From an optimization exercise on the open Yosys and OpenROAD flow, aimed at small area, a short achievable clock period and few clock cycles per item; shortcuts taken in it are not production practice. Where RTL was checked, it was by simulation tests only, not by an equivalence proof against the original.

==> branch fjord <==
==> flow/design.v <==
package fxalu_pkg;
  localparam int FRACTION_BITS = 14;
  localparam int WORD_BITS     = 32;
  localparam int DIV_STEPS     = 2;
  localparam logic [1:0] ST_OK       = 2'd0;
  localparam logic [1:0] ST_RANGE    = 2'd1;
  localparam logic [1:0] ST_DIV_ZERO = 2'd2;
endpackage
import fxalu_pkg::*;
module fxalu_div (
  input  logic [31:0] den,
  input  logic [30:0] rem_i,
  input  logic [31:0] q_i,
  input  logic [DIV_STEPS-1:0] dbit,
  output logic [30:0] rem_o,
  output logic [31:0] q_o
);
  always_comb begin
    logic [30:0] r;
    logic [31:0] q;
    logic [31:0] t;
    logic [32:0] d;
    r = rem_i;
    q = q_i;
    for (int j = 0; j < DIV_STEPS; j++) begin
      t = {r, dbit[DIV_STEPS-1-j]};
      q = {q[30:0], 1'b0};
      d = {1'b0, t} - {1'b0, den};
      if (!d[32]) begin
        r    = d[30:0];
        q[0] = 1'b1;
      end else begin
        r    = t[30:0];
      end
    end
    rem_o = r;
    q_o   = q;
  end
endmodule
import fxalu_pkg::*;
module fixed_point_17_14_alu_top (
  input  logic                        clk,
  input  logic                        rst,
  input  logic                        req_valid,
  output logic                        req_stall,
  input  logic [3:0]                  op,
  input  logic signed [WORD_BITS-1:0] operand_a,
  input  logic signed [WORD_BITS-1:0] operand_b,
  output logic                        rsp_valid,
  input  logic                        rsp_stall,
  output logic signed [WORD_BITS-1:0] result,
  output logic [1:0]                  status
);
  localparam logic [1:0] PH_IDLE = 2'd0;   
  localparam logic [1:0] PH_MUL  = 2'd1;   
  localparam logic [1:0] PH_DIV  = 2'd2;   
  localparam logic [1:0] PH_FIN  = 2'd3;   
  function automatic logic [5:0] sbitlen(logic [31:0] v);
    sbitlen = '0;
    for (int i = 0; i < 31; i++)
      if (v[i] ^ v[i+1]) sbitlen = 6'(i + 1);
  endfunction
  function automatic logic [11:0] booth4(logic [7:0] v, logic lo);
    logic [2:0] tr;
    logic [3:0] n, o, t;
    for (int i = 0; i < 4; i++) begin
      tr   = {v[2*i+1], v[2*i], (i == 0) ? lo : v[2*i-1]};
      n[i] = tr[2] && !(tr[1] && tr[0]);
      o[i] = tr[1] ^ tr[0];
      t[i] = (tr == 3'b011) || (tr == 3'b100);
    end
    booth4 = {n, t, o};
  endfunction
  logic        xv;        
  logic        xfree;     
  logic [3:0]  xop;
  logic [31:0] ra;        
  logic [31:0] rb;        
  logic [3:0]  bneg, bone, btwo;   
  logic [1:0]  dbit;      
  logic [5:0]  bla, blb;  
  logic [32:0] racc;      
  logic [1:0]  ph;
  logic [4:0]  cnt;       
  logic        qn;        
  logic        o0v, o1v;
  logic        rstall, o0nv;
  logic [33:0] o0, o1;    
  logic is_mul, is_div, op9, bz, simple, done, push, pop, go;
  logic ld_in, ld_mul, ld_prep, ld_div, qn_n;
  logic x_mul, x_div, x_op9, x_bz, x_badb, x_badnb;
  assign is_mul = x_mul;
  assign is_div = x_div;
  assign op9    = x_op9;
  assign bz     = x_bz;
  assign simple = !is_mul && !is_div;
  always_comb begin
    case (ph)
      PH_IDLE: done = xv && (simple || (is_div && bz));
      PH_MUL:  done = xv && (cnt == 5'd1);
      PH_DIV:  done = xv && (cnt == 5'd1);
      default: done = xv;
    endcase
  end
  assign push = done && !o1v;
  assign pop  = o0v && !rsp_stall;
  assign go   = !(done && o1v);
  logic        sub_int, add_int, bad_b, bad_nb, badsel, inv;
  logic [31:0] add_a, add_b, sum;
  always_comb begin
    bad_b   = x_badb;
    bad_nb  = x_badnb;
    add_int = (xop == 4'd4);
    sub_int = (xop == 4'd6);
    badsel  = (ph == PH_IDLE) && ((add_int && bad_b) || (sub_int && bad_nb));
    case (ph)
      PH_IDLE: inv = is_div ? rb[31] : ((xop == 4'd5) || sub_int);
      default: inv = qn;
    endcase
    add_a = (ph == PH_IDLE && !is_div) ? ra : 32'd0;
    if (badsel)                add_b = 32'hFFFF_FFFF;
    else if (add_int || sub_int) add_b = (rb << FRACTION_BITS) ^ {32{inv}};
    else                       add_b = rb ^ {32{inv}};
    sum = add_a + add_b + {31'd0, inv & !badsel};
  end
  logic [31:0] sres;
  logic [1:0]  sst;
  always_comb begin
    logic [31:0] ai;
    logic        c1, c2;
    ai = {{FRACTION_BITS{ra[31]}}, ra[31:FRACTION_BITS]};
    c1 = ra[31] && (|ra[FRACTION_BITS-1:0]);
    c2 = (!ra[31] && (|ra)) ? ra[13] : (ra[13] && (|ra[12:0]));
    sres = '0;
    sst  = ST_OK;
    case (xop)
      4'd0: begin
        if ((&ra[31:17]) || (~|ra[31:17])) sres = ra << FRACTION_BITS;
        else begin sres = '1; sst = ST_RANGE; end
      end
      4'd1, 4'd2: sres = ai + {31'd0, xop[0] ? c1 : c2};
      4'd3, 4'd5: sres = sum;
      4'd4: begin sres = sum; sst = bad_b  ? ST_RANGE : ST_OK; end
      4'd6: begin sres = sum; sst = bad_nb ? ST_RANGE : ST_OK; end
      4'd9, 4'd10: sst = ST_DIV_ZERO;
      default: ;
    endcase
  end
  localparam logic [40:0] MUL_K = 41'h155_0000_0000;
  logic [40:0] ms;
  always_comb begin
    logic        neg;
    logic [33:0] mag, pp;
    logic [32:0] acc;
    logic [40:0] row [0:5];
    logic [40:0] s1, c1, s2, c2, s3, c3, s4, c4;
    acc    = (ph == PH_IDLE) ? 33'd0 : racc;
    row[0] = {8'd0, ~acc[32], acc[31:0]};
    row[5] = MUL_K;
    for (int i = 0; i < 4; i++) begin
      neg = bneg[i];
      mag = ({{2{ra[31]}}, ra} & {34{bone[i]}}) | ({ra[31], ra, 1'b0} & {34{btwo[i]}});
      pp  = mag ^ {34{neg}};
      row[i+1] = {7'd0, ~pp[33], pp[32:0]} << (2 * i);
      row[5][2*i] = neg;
    end
    s1 = row[0] ^ row[1] ^ row[2];
    c1 = ((row[0] & row[1]) | (row[0] & row[2]) | (row[1] & row[2])) << 1;
    s2 = row[3] ^ row[4] ^ row[5];
    c2 = ((row[3] & row[4]) | (row[3] & row[5]) | (row[4] & row[5])) << 1;
    s3 = s1 ^ c1 ^ s2;
    c3 = ((s1 & c1) | (s1 & s2) | (c1 & s2)) << 1;
    s4 = s3 ^ c3 ^ c2;
    c4 = ((s3 & c3) | (s3 & c2) | (c3 & c2)) << 1;
    ms = s4 + c4;
  end
  logic [30:0] d_rem0;
  logic [31:0] d_q0;
  logic [4:0]  d_nit;
  always_comb begin
    logic [31:0] absa;
    logic [5:0]  la, lb;
    logic signed [7:0] lq, sla, slb;
    logic [4:0]  nit;
    logic [5:0]  sh;
    logic [62:0] w;
    absa = ra[31] ? -ra : ra;
    la   = bla + {5'd0, ra[31]};
    lb   = blb;
    sla  = {2'b00, la};
    slb  = {2'b00, lb};
    lq   = sla - slb + (op9 ? 8'sd15 : 8'sd1);
    if (lq <= 0) nit = 5'd0;
    else         nit = 5'((lq + 8'sd1) >>> 1);
    if (!op9 && nit > 5'd16) nit = 5'd16;
    if (op9 && nit > 5'd23)  nit = 5'd23;
    sh   = (op9 ? 6'd46 : 6'd32) - {nit, 1'b0};
    w    = {31'd0, absa} << sh;
    d_rem0 = w[62:32];
    d_q0   = w[31:0];
    d_nit  = nit;
  end
  logic [30:0] d_rem;
  logic [31:0] d_q;
  fxalu_div u_div (
    .den   (ra),
    .rem_i (racc[30:0]),
    .q_i   (rb),
    .dbit  (dbit),
    .rem_o (d_rem),
    .q_o   (d_q)
  );
  logic [33:0] nres;
  always_comb begin
    case (ph)
      PH_IDLE: nres = {sst, sres};
      PH_MUL:  nres = {ST_OK, (xop == 4'd7) ? {ms[21:0], rb[31:22]} : {ms[7:0], rb[31:8]}};
      PH_DIV:  nres = {ST_OK, !qn ? d_q : {(d_q[1:0] == 2'b00) ? sum[29:0] : ~rb[29:0],
                                          d_q[1] ^ d_q[0], d_q[0]}};
      default: nres = {ST_OK, sum};
    endcase
  end
  logic [1:0] ph_n;
  logic [4:0] cnt_n;
  always_comb begin
    ph_n  = ph;
    cnt_n = cnt;
    if (xv && go) begin
      case (ph)
        PH_IDLE: begin
          if (is_mul) begin
            ph_n = PH_MUL; cnt_n = 5'd3;
          end else if (is_div && !bz) begin
            ph_n = (d_nit == 5'd0) ? PH_FIN : PH_DIV; cnt_n = d_nit;
          end
        end
        PH_MUL: begin
          cnt_n = cnt - 5'd1;
          if (cnt == 5'd1) ph_n = PH_IDLE;
        end
        PH_DIV: begin
          cnt_n = cnt - 5'd1;
          if (cnt == 5'd1) ph_n = PH_IDLE;
        end
        default: ph_n = PH_IDLE;
      endcase
    end
  end
  logic xv_n, o1v_n, done_n, xfree_n;
  always_comb begin
    logic nsimple;
    nsimple = !(op == 4'd7 || op == 4'd8 || op == 4'd9 || op == 4'd10);
    xv_n  = xfree ? req_valid : (xv && !push);
    o1v_n = o0v && !pop && (o1v || push);
    if (xfree) done_n = nsimple;
    else case (ph_n)
      PH_IDLE: done_n = simple;
      PH_MUL:  done_n = (cnt_n == 5'd1);
      PH_DIV:  done_n = (cnt_n == 5'd1);
      default: done_n = 1'b1;
    endcase
    xfree_n = !xv_n || (done_n && !o1v_n);
  end
  always_ff @(posedge clk) begin
    if (rst) begin
      xv    <= 1'b0;
      xfree <= 1'b1;
      rstall <= 1'b0;
      o0nv  <= 1'b1;
      ph    <= PH_IDLE;
      o0v   <= 1'b0;
      o1v   <= 1'b0;
    end else begin
      xv    <= xv_n;
      xfree <= xfree_n;
      rstall <= !xfree_n;
      ph    <= xfree ? PH_IDLE : ph_n;
      o1v   <= o1v_n;
      if (!o0v || pop) begin
        o0v  <= o1v || push;
        o0nv <= !(o1v || push);
      end
    end
  end
  always_ff @(posedge clk) begin
    if (!o0v || pop) o0 <= o1v ? o1 : nres;
    if (o0v && !pop && push) o1 <= nres;
  end
  assign qn_n    = ld_prep ? (ra[31] ^ rb[31]) : qn;
  assign ld_in   = xfree;
  assign ld_mul  = !xfree && xv && go && (ph == PH_MUL || (ph == PH_IDLE && is_mul));
  assign ld_prep = !xfree && xv && go && ph == PH_IDLE && is_div;
  assign ld_div  = !xfree && xv && go && ph == PH_DIV;
  logic dvalid_n;
  assign dvalid_n = !op9 || (cnt_n > 5'd7);
  always_ff @(posedge clk) begin
    cnt <= cnt_n;
    if (ld_in) begin
      xop    <= op;
      x_mul  <= (op == 4'd7) || (op == 4'd8);
      x_div  <= (op == 4'd9) || (op == 4'd10);
      x_op9  <= (op == 4'd9);
      x_bz   <= (operand_b == '0);
      x_badb <= !((&operand_b[31:17]) || (~|operand_b[31:17]));
      x_badnb <= !((((&operand_b[31:17]) || (~|operand_b[31:17])) && operand_b != 32'hFFFE_0000)
                   || operand_b == 32'h0002_0000);
      ra  <= operand_a;
      bla <= sbitlen(operand_a);
      blb <= sbitlen(operand_b);
    end else if (ld_prep) begin
      ra  <= sum;
    end
    if (ld_in || ld_mul || ld_prep || ld_div)
      rb <= ({32{ld_in}}   & operand_b)
          | ({32{ld_prep}} & d_q0)
          | ({32{ld_mul}}  & {ms[7:0], rb[31:8]})
          | ({32{ld_div}}  & d_q);
    if (ld_mul || ld_prep || ld_div)
      racc <= ({33{ld_prep}} & {2'b00, d_rem0})
            | ({33{ld_mul}}  & ms[40:8])
            | ({33{ld_div}}  & {2'b00, d_rem});
    if (ld_in)
      {bneg, btwo, bone} <= booth4(operand_b[7:0], 1'b0);
    else if (ld_mul)
      {bneg, btwo, bone} <= booth4(rb[15:8], rb[7]);
    if (ld_prep || ld_div) begin
      if (ld_prep) dbit <= d_q0[31:30] & {2{dvalid_n}};
      else         dbit <= rb[29:28] & {2{dvalid_n}};
    end
    if (ld_prep) qn <= qn_n;
  end
  assign req_stall = rstall;
  assign rsp_valid = !o0nv;
  assign result    = o0[31:0];
  assign status    = o0[33:32];
endmodule
==> flow/flow/run.sh <==
#!/bin/bash
# Layout flow: the standard flow, with two changes to how the layout is
# made: repair_timing is asked to reach a shorter period than the clock (a
# larger setup slack margin), and the port buffers that buffer_ports inserts
# on every input and output are plain buf_4 cells. The SDC, the synthesis and
# every other step are the standard ones.
set -euo pipefail
here=$(pwd)
target=$(cat flow/target_period_ns)
margin=$(python3 -c "print(round($FLOW_PERIOD_NS - $target, 3))")
# standard synthesis, unchanged
bash standard.sh synth > "$here/log_synth.txt" 2>&1
# remaining steps
sed -E "s/SETUP_SLACK_MARGIN=[^ ]+/SETUP_SLACK_MARGIN=$margin BUFFER_PORTS_ARGS=\"-buffer_cell sky130_fd_sc_hd__buf_4\"/" standard.sh > "$here/layout.sh"
bash "$here/layout.sh" > "$here/log_layout.txt" 2>&1
==> flow/flow/target_period_ns <==
7.0
==> flow/standard.sh <==
#!/bin/bash
# synth_recipe.tcl (not shown) runs the flow's synth.tcl, then flattens the netlist and writes it again
# the make line also repeats each setting of config.mk as NAME=value (left out here)
make -C /OpenROAD-flow-scripts/flow DESIGN_CONFIG=/design/flow/config.mk WORK_HOME=/design/flow/orfs CLKGATE_MAP_FILE= SYNTH_SCRIPT=/design/flow/synth_recipe.tcl "${@:-finish}"
==> flow/config.mk <==
export PLATFORM = sky130hd
export DESIGN_NAME = fixed_point_17_14_alu_top
export DESIGN_NICKNAME = fixed_point_17_14_alu_top
export VERILOG_FILES = /design/flow/design.v
export SDC_FILE = /design/flow/constraint.sdc
export NUM_CORES = 4
export LEC_CHECK = 0
export CAP_MARGIN = 20
export CORE_MARGIN = 2
export CORE_UTILIZATION = 50
export SETUP_SLACK_MARGIN = 0.5
export SLEW_MARGIN = 20
export TNS_END_PERCENT = 20
==> flow/constraint.sdc <==
create_clock -name core_clock -period 28.0 [get_ports {clk}]
set_input_delay 5.6000 -clock core_clock [delete_from_list [all_inputs] [get_ports {clk}]]
set_output_delay 5.6000 -clock core_clock [all_outputs]
set_load 0.01 [all_outputs]
==> branch violet: changes against branch fjord <==
--- a/flow/design.v
+++ b/flow/design.v
@@ -86,3 +86,2 @@
   logic        o0v, o1v;
-  logic        rstall, o0nv;
   logic [33:0] o0, o1;    
@@ -90,7 +89,6 @@
   logic ld_in, ld_mul, ld_prep, ld_div, qn_n;
-  logic x_mul, x_div, x_op9, x_bz, x_badb, x_badnb;
-  assign is_mul = x_mul;
-  assign is_div = x_div;
-  assign op9    = x_op9;
-  assign bz     = x_bz;
+  assign is_mul = (xop == 4'd7) || (xop == 4'd8);
+  assign is_div = (xop == 4'd9) || (xop == 4'd10);
+  assign op9    = (xop == 4'd9);
+  assign bz     = (rb == '0);
   assign simple = !is_mul && !is_div;
@@ -110,4 +108,4 @@
   always_comb begin
-    bad_b   = x_badb;
-    bad_nb  = x_badnb;
+    bad_b   = !((&rb[31:17]) || (~|rb[31:17]));
+    bad_nb  = !((!bad_b && rb != 32'hFFFE_0000) || rb == 32'h0002_0000);
     add_int = (xop == 4'd4);
@@ -267,4 +265,2 @@
       xfree <= 1'b1;
-      rstall <= 1'b0;
-      o0nv  <= 1'b1;
       ph    <= PH_IDLE;
@@ -275,9 +271,5 @@
       xfree <= xfree_n;
-      rstall <= !xfree_n;
       ph    <= xfree ? PH_IDLE : ph_n;
       o1v   <= o1v_n;
-      if (!o0v || pop) begin
-        o0v  <= o1v || push;
-        o0nv <= !(o1v || push);
-      end
+      if (!o0v || pop) o0v <= o1v || push;
     end
@@ -298,10 +290,3 @@
     if (ld_in) begin
-      xop    <= op;
-      x_mul  <= (op == 4'd7) || (op == 4'd8);
-      x_div  <= (op == 4'd9) || (op == 4'd10);
-      x_op9  <= (op == 4'd9);
-      x_bz   <= (operand_b == '0);
-      x_badb <= !((&operand_b[31:17]) || (~|operand_b[31:17]));
-      x_badnb <= !((((&operand_b[31:17]) || (~|operand_b[31:17])) && operand_b != 32'hFFFE_0000)
-                   || operand_b == 32'h0002_0000);
+      xop <= op;
       ra  <= operand_a;
@@ -331,4 +316,4 @@
   end
-  assign req_stall = rstall;
-  assign rsp_valid = !o0nv;
+  assign req_stall = !xfree;
+  assign rsp_valid = o0v;
   assign result    = o0[31:0];
==> flow/flow/run.sh (replaced) <==
#!/bin/bash
# Layout flow: the standard flow, with repair_timing asked to reach a
# shorter period than the clock (a larger setup slack margin). The SDC, the
# synthesis and every other step are the standard ones.
set -euo pipefail
here=$(pwd)
target=$(cat flow/target_period_ns)
margin=$(python3 -c "print(round($FLOW_PERIOD_NS - $target, 3))")
# standard synthesis, unchanged
bash standard.sh synth > "$here/log_synth.txt" 2>&1
# remaining steps with the larger setup margin
sed -E "s/SETUP_SLACK_MARGIN=[^ ]+/SETUP_SLACK_MARGIN=$margin/" standard.sh > "$here/layout.sh"
bash "$here/layout.sh" > "$here/log_layout.txt" 2>&1
--- a/flow/config.mk
+++ b/flow/config.mk
@@ -7,3 +7,3 @@
 export LEC_CHECK = 0
-export CAP_MARGIN = 20
+export CAP_MARGIN = 10
 export CORE_MARGIN = 2
@@ -11,3 +11,3 @@
 export SETUP_SLACK_MARGIN = 0.5
-export SLEW_MARGIN = 20
-export TNS_END_PERCENT = 20
+export SLEW_MARGIN = 10
+export TNS_END_PERCENT = 5
==> branch garnet: changes against branch fjord <==
--- a/flow/design.v
+++ b/flow/design.v
@@ -13,3 +13,3 @@
   input  logic [31:0] q_i,
-  input  logic [DIV_STEPS-1:0] dbit,
+  input  logic [DIV_STEPS-1:0] dmask,
   output logic [30:0] rem_o,
@@ -25,3 +25,3 @@
     for (int j = 0; j < DIV_STEPS; j++) begin
-      t = {r, dbit[DIV_STEPS-1-j]};
+      t = {r, q[31] & dmask[j]};
       q = {q[30:0], 1'b0};
@@ -57,6 +57,6 @@
   localparam logic [1:0] PH_FIN  = 2'd3;   
-  function automatic logic [5:0] sbitlen(logic [31:0] v);
-    sbitlen = '0;
-    for (int i = 0; i < 31; i++)
-      if (v[i] ^ v[i+1]) sbitlen = 6'(i + 1);
+  function automatic logic [5:0] bitlen(logic [31:0] v);
+    bitlen = '0;
+    for (int i = 0; i < 32; i++)
+      if (v[i]) bitlen = 6'(i + 1);
   endfunction
@@ -79,4 +79,3 @@
   logic [3:0]  bneg, bone, btwo;   
-  logic [1:0]  dbit;      
-  logic [5:0]  bla, blb;  
+  logic [1:0]  dmask;     
   logic [32:0] racc;      
@@ -84,13 +83,11 @@
   logic [4:0]  cnt;       
+  logic [5:0]  nd;        
   logic        qn;        
   logic        o0v, o1v;
-  logic        rstall, o0nv;
   logic [33:0] o0, o1;    
   logic is_mul, is_div, op9, bz, simple, done, push, pop, go;
-  logic ld_in, ld_mul, ld_prep, ld_div, qn_n;
-  logic x_mul, x_div, x_op9, x_bz, x_badb, x_badnb;
-  assign is_mul = x_mul;
-  assign is_div = x_div;
-  assign op9    = x_op9;
-  assign bz     = x_bz;
+  assign is_mul = (xop == 4'd7) || (xop == 4'd8);
+  assign is_div = (xop == 4'd9) || (xop == 4'd10);
+  assign op9    = (xop == 4'd9);
+  assign bz     = (rb == '0);
   assign simple = !is_mul && !is_div;
@@ -100,3 +97,3 @@
       PH_MUL:  done = xv && (cnt == 5'd1);
-      PH_DIV:  done = xv && (cnt == 5'd1);
+      PH_DIV:  done = 1'b0;
       default: done = xv;
@@ -110,4 +107,4 @@
   always_comb begin
-    bad_b   = x_badb;
-    bad_nb  = x_badnb;
+    bad_b   = !((&rb[31:17]) || (~|rb[31:17]));
+    bad_nb  = !((!bad_b && rb != 32'hFFFE_0000) || rb == 32'h0002_0000);
     add_int = (xop == 4'd4);
@@ -140,3 +137,4 @@
       end
-      4'd1, 4'd2: sres = ai + {31'd0, xop[0] ? c1 : c2};
+      4'd1: sres = ai + {31'd0, c1};
+      4'd2: sres = ai + {31'd0, c2};
       4'd3, 4'd5: sres = sum;
@@ -178,2 +176,3 @@
   logic [31:0] d_q0;
+  logic [5:0]  d_nd0;
   logic [4:0]  d_nit;
@@ -187,4 +186,4 @@
     absa = ra[31] ? -ra : ra;
-    la   = bla + {5'd0, ra[31]};
-    lb   = blb;
+    la   = bitlen(ra ^ {32{ra[31]}}) + {5'd0, ra[31]};
+    lb   = bitlen(rb ^ {32{rb[31]}});
     sla  = {2'b00, la};
@@ -200,2 +199,3 @@
     d_q0   = w[31:0];
+    d_nd0  = (sh < 6'd32) ? 6'd32 - sh : 6'd0;
     d_nit  = nit;
@@ -208,3 +208,3 @@
     .q_i   (rb),
-    .dbit  (dbit),
+    .dmask (dmask),
     .rem_o (d_rem),
@@ -217,4 +217,2 @@
       PH_MUL:  nres = {ST_OK, (xop == 4'd7) ? {ms[21:0], rb[31:22]} : {ms[7:0], rb[31:8]}};
-      PH_DIV:  nres = {ST_OK, !qn ? d_q : {(d_q[1:0] == 2'b00) ? sum[29:0] : ~rb[29:0],
-                                          d_q[1] ^ d_q[0], d_q[0]}};
       default: nres = {ST_OK, sum};
@@ -242,3 +240,3 @@
           cnt_n = cnt - 5'd1;
-          if (cnt == 5'd1) ph_n = PH_IDLE;
+          if (cnt == 5'd1) ph_n = PH_FIN;
         end
@@ -258,3 +256,3 @@
       PH_MUL:  done_n = (cnt_n == 5'd1);
-      PH_DIV:  done_n = (cnt_n == 5'd1);
+      PH_DIV:  done_n = 1'b0;
       default: done_n = 1'b1;
@@ -267,4 +265,2 @@
       xfree <= 1'b1;
-      rstall <= 1'b0;
-      o0nv  <= 1'b1;
       ph    <= PH_IDLE;
@@ -275,9 +271,5 @@
       xfree <= xfree_n;
-      rstall <= !xfree_n;
       ph    <= xfree ? PH_IDLE : ph_n;
       o1v   <= o1v_n;
-      if (!o0v || pop) begin
-        o0v  <= o1v || push;
-        o0nv <= !(o1v || push);
-      end
+      if (!o0v || pop) o0v <= o1v || push;
     end
@@ -288,3 +280,3 @@
   end
-  assign qn_n    = ld_prep ? (ra[31] ^ rb[31]) : qn;
+  logic ld_in, ld_mul, ld_prep, ld_div;
   assign ld_in   = xfree;
@@ -293,4 +285,7 @@
   assign ld_div  = !xfree && xv && go && ph == PH_DIV;
-  logic dvalid_n;
-  assign dvalid_n = !op9 || (cnt_n > 5'd7);
+  logic [5:0] nd_n;
+  always_comb begin
+    if (ld_prep) nd_n = d_nd0;
+    else         nd_n = (nd > 6'd2) ? nd - 6'd2 : 6'd0;
+  end
   always_ff @(posedge clk) begin
@@ -298,13 +293,4 @@
     if (ld_in) begin
-      xop    <= op;
-      x_mul  <= (op == 4'd7) || (op == 4'd8);
-      x_div  <= (op == 4'd9) || (op == 4'd10);
-      x_op9  <= (op == 4'd9);
-      x_bz   <= (operand_b == '0);
-      x_badb <= !((&operand_b[31:17]) || (~|operand_b[31:17]));
-      x_badnb <= !((((&operand_b[31:17]) || (~|operand_b[31:17])) && operand_b != 32'hFFFE_0000)
-                   || operand_b == 32'h0002_0000);
+      xop <= op;
       ra  <= operand_a;
-      bla <= sbitlen(operand_a);
-      blb <= sbitlen(operand_b);
     end else if (ld_prep) begin
@@ -326,9 +312,9 @@
     if (ld_prep || ld_div) begin
-      if (ld_prep) dbit <= d_q0[31:30] & {2{dvalid_n}};
-      else         dbit <= rb[29:28] & {2{dvalid_n}};
+      nd    <= nd_n;
+      dmask <= {nd_n > 6'd1, nd_n > 6'd0};
     end
-    if (ld_prep) qn <= qn_n;
+    if (ld_prep) qn <= ra[31] ^ rb[31];
   end
-  assign req_stall = rstall;
-  assign rsp_valid = !o0nv;
+  assign req_stall = !xfree;
+  assign rsp_valid = o0v;
   assign result    = o0[31:0];
==> flow/flow/run.sh (replaced) <==
#!/bin/bash
# Layout flow: the standard flow, with repair_timing asked to reach a
# shorter period than the clock (a larger setup slack margin). The SDC, the
# synthesis and every other step are the standard ones.
set -euo pipefail
here=$(pwd)
target=$(cat flow/target_period_ns)
margin=$(python3 -c "print(round($FLOW_PERIOD_NS - $target, 3))")
# standard synthesis, unchanged
bash standard.sh synth > "$here/log_synth.txt" 2>&1
# remaining steps with the larger setup margin
sed -E "s/SETUP_SLACK_MARGIN=[^ ]+/SETUP_SLACK_MARGIN=$margin/" standard.sh > "$here/layout.sh"
bash "$here/layout.sh" > "$here/log_layout.txt" 2>&1
--- a/flow/config.mk
+++ b/flow/config.mk
@@ -9,5 +9,4 @@
 export CORE_MARGIN = 2
-export CORE_UTILIZATION = 50
+export CORE_UTILIZATION = 30
 export SETUP_SLACK_MARGIN = 0.5
 export SLEW_MARGIN = 20
-export TNS_END_PERCENT = 20
==> impl_metrics.json <==
{
  "wl_met2_um": 62210,
  "required_ns": 28.36,
  "cts_resized": 48,
  "outcome": "timing/DRC/antenna clean",
  "clkTransAtPathRegs_ns": 0.06,
  "dr_wl_met3_um": 19130,
  "dieArea_um2": 64020,
  "antenna_cells": 8
}
# the run above: branch fjord

==> impl_metrics.json <==
{
  "seq_share": 0.1765,
  "required_ns": 22.40,
  "tightest_slew_ns": 1.277,
  "wl_met2_um": 59680,
  "antenna_cells": 9,
  "syn_area_um2": 30330,
  "dr_wl_met3_um": 18420,
  "clock-sinks": 205,
  "synth_edf_count": 194,
  "min_to": "cnt[1]",
  "dieArea_um2": 62660,
  "clkTransAtPathRegs_ns": 0.06,
  "outcome": "timing/DRC/antenna clean",
  "min_path_type": "reg -> reg"
}
# the run above: branch violet

==> impl_metrics.json <==
{
  "dr_wl_met3_um": 19820,
  "outcome": "timing/DRC/antenna clean",
  "wl_met2_um": 59780,
  "clkTransAtPathRegs_ns": 0.07,
  "dieArea_um2": 100300,
  "required_ns": 28.34,
  "antenna_cells": 0
}
# the run above: branch garnet

Testbench counts of branch fjord, summed over its fixed seeds: cycles 41,357, items 16,000.
Testbench counts of branch violet, summed over its fixed seeds: cycles 41,357, items 16,000.
Function not checked in branch garnet: the RTL went through the layout flow alone.

[afterwards: timing with drivers on the ports]
No port has a modelled driver above. Below, the same layouts with a new extraction and two added sets of constraints. Step 1 assumes that a clkbuf_16 drives the clock port and a buf_2 every other input. Step 2 adds t to the input delays and takes it off the output delays; t is the mean of the earliest and latest rising clock arrival at the registers after step 1. Input paths then give back, and output paths get back, about the clock's delay inside the block. Three values: ideal ports, drivers, drivers and shift; two values: the first two.
run	t, ns	setup slack, ns	worst setup path after step 2	clock arrival spread, ns	slew at the worst register clock pin (ns)
branch fjord	0.681	20.607 / 20.621 / 19.939	input to register	0.044 / 0.045	0.08 / 0.08
branch violet	0.704	20.774 / 20.706 / 20.167	input to register	0.053 / 0.053	0.07 / 0.07
branch garnet	0.651	19.921 / 19.921 / 19.921	register to register	0.031 / 0.031	0.07 / 0.07
After both steps setup and hold are still met in every run listed. For branch fjord, which loses most, drivers alone change the setup slack by +0.014 ns; drivers and shift together by -0.668 ns.
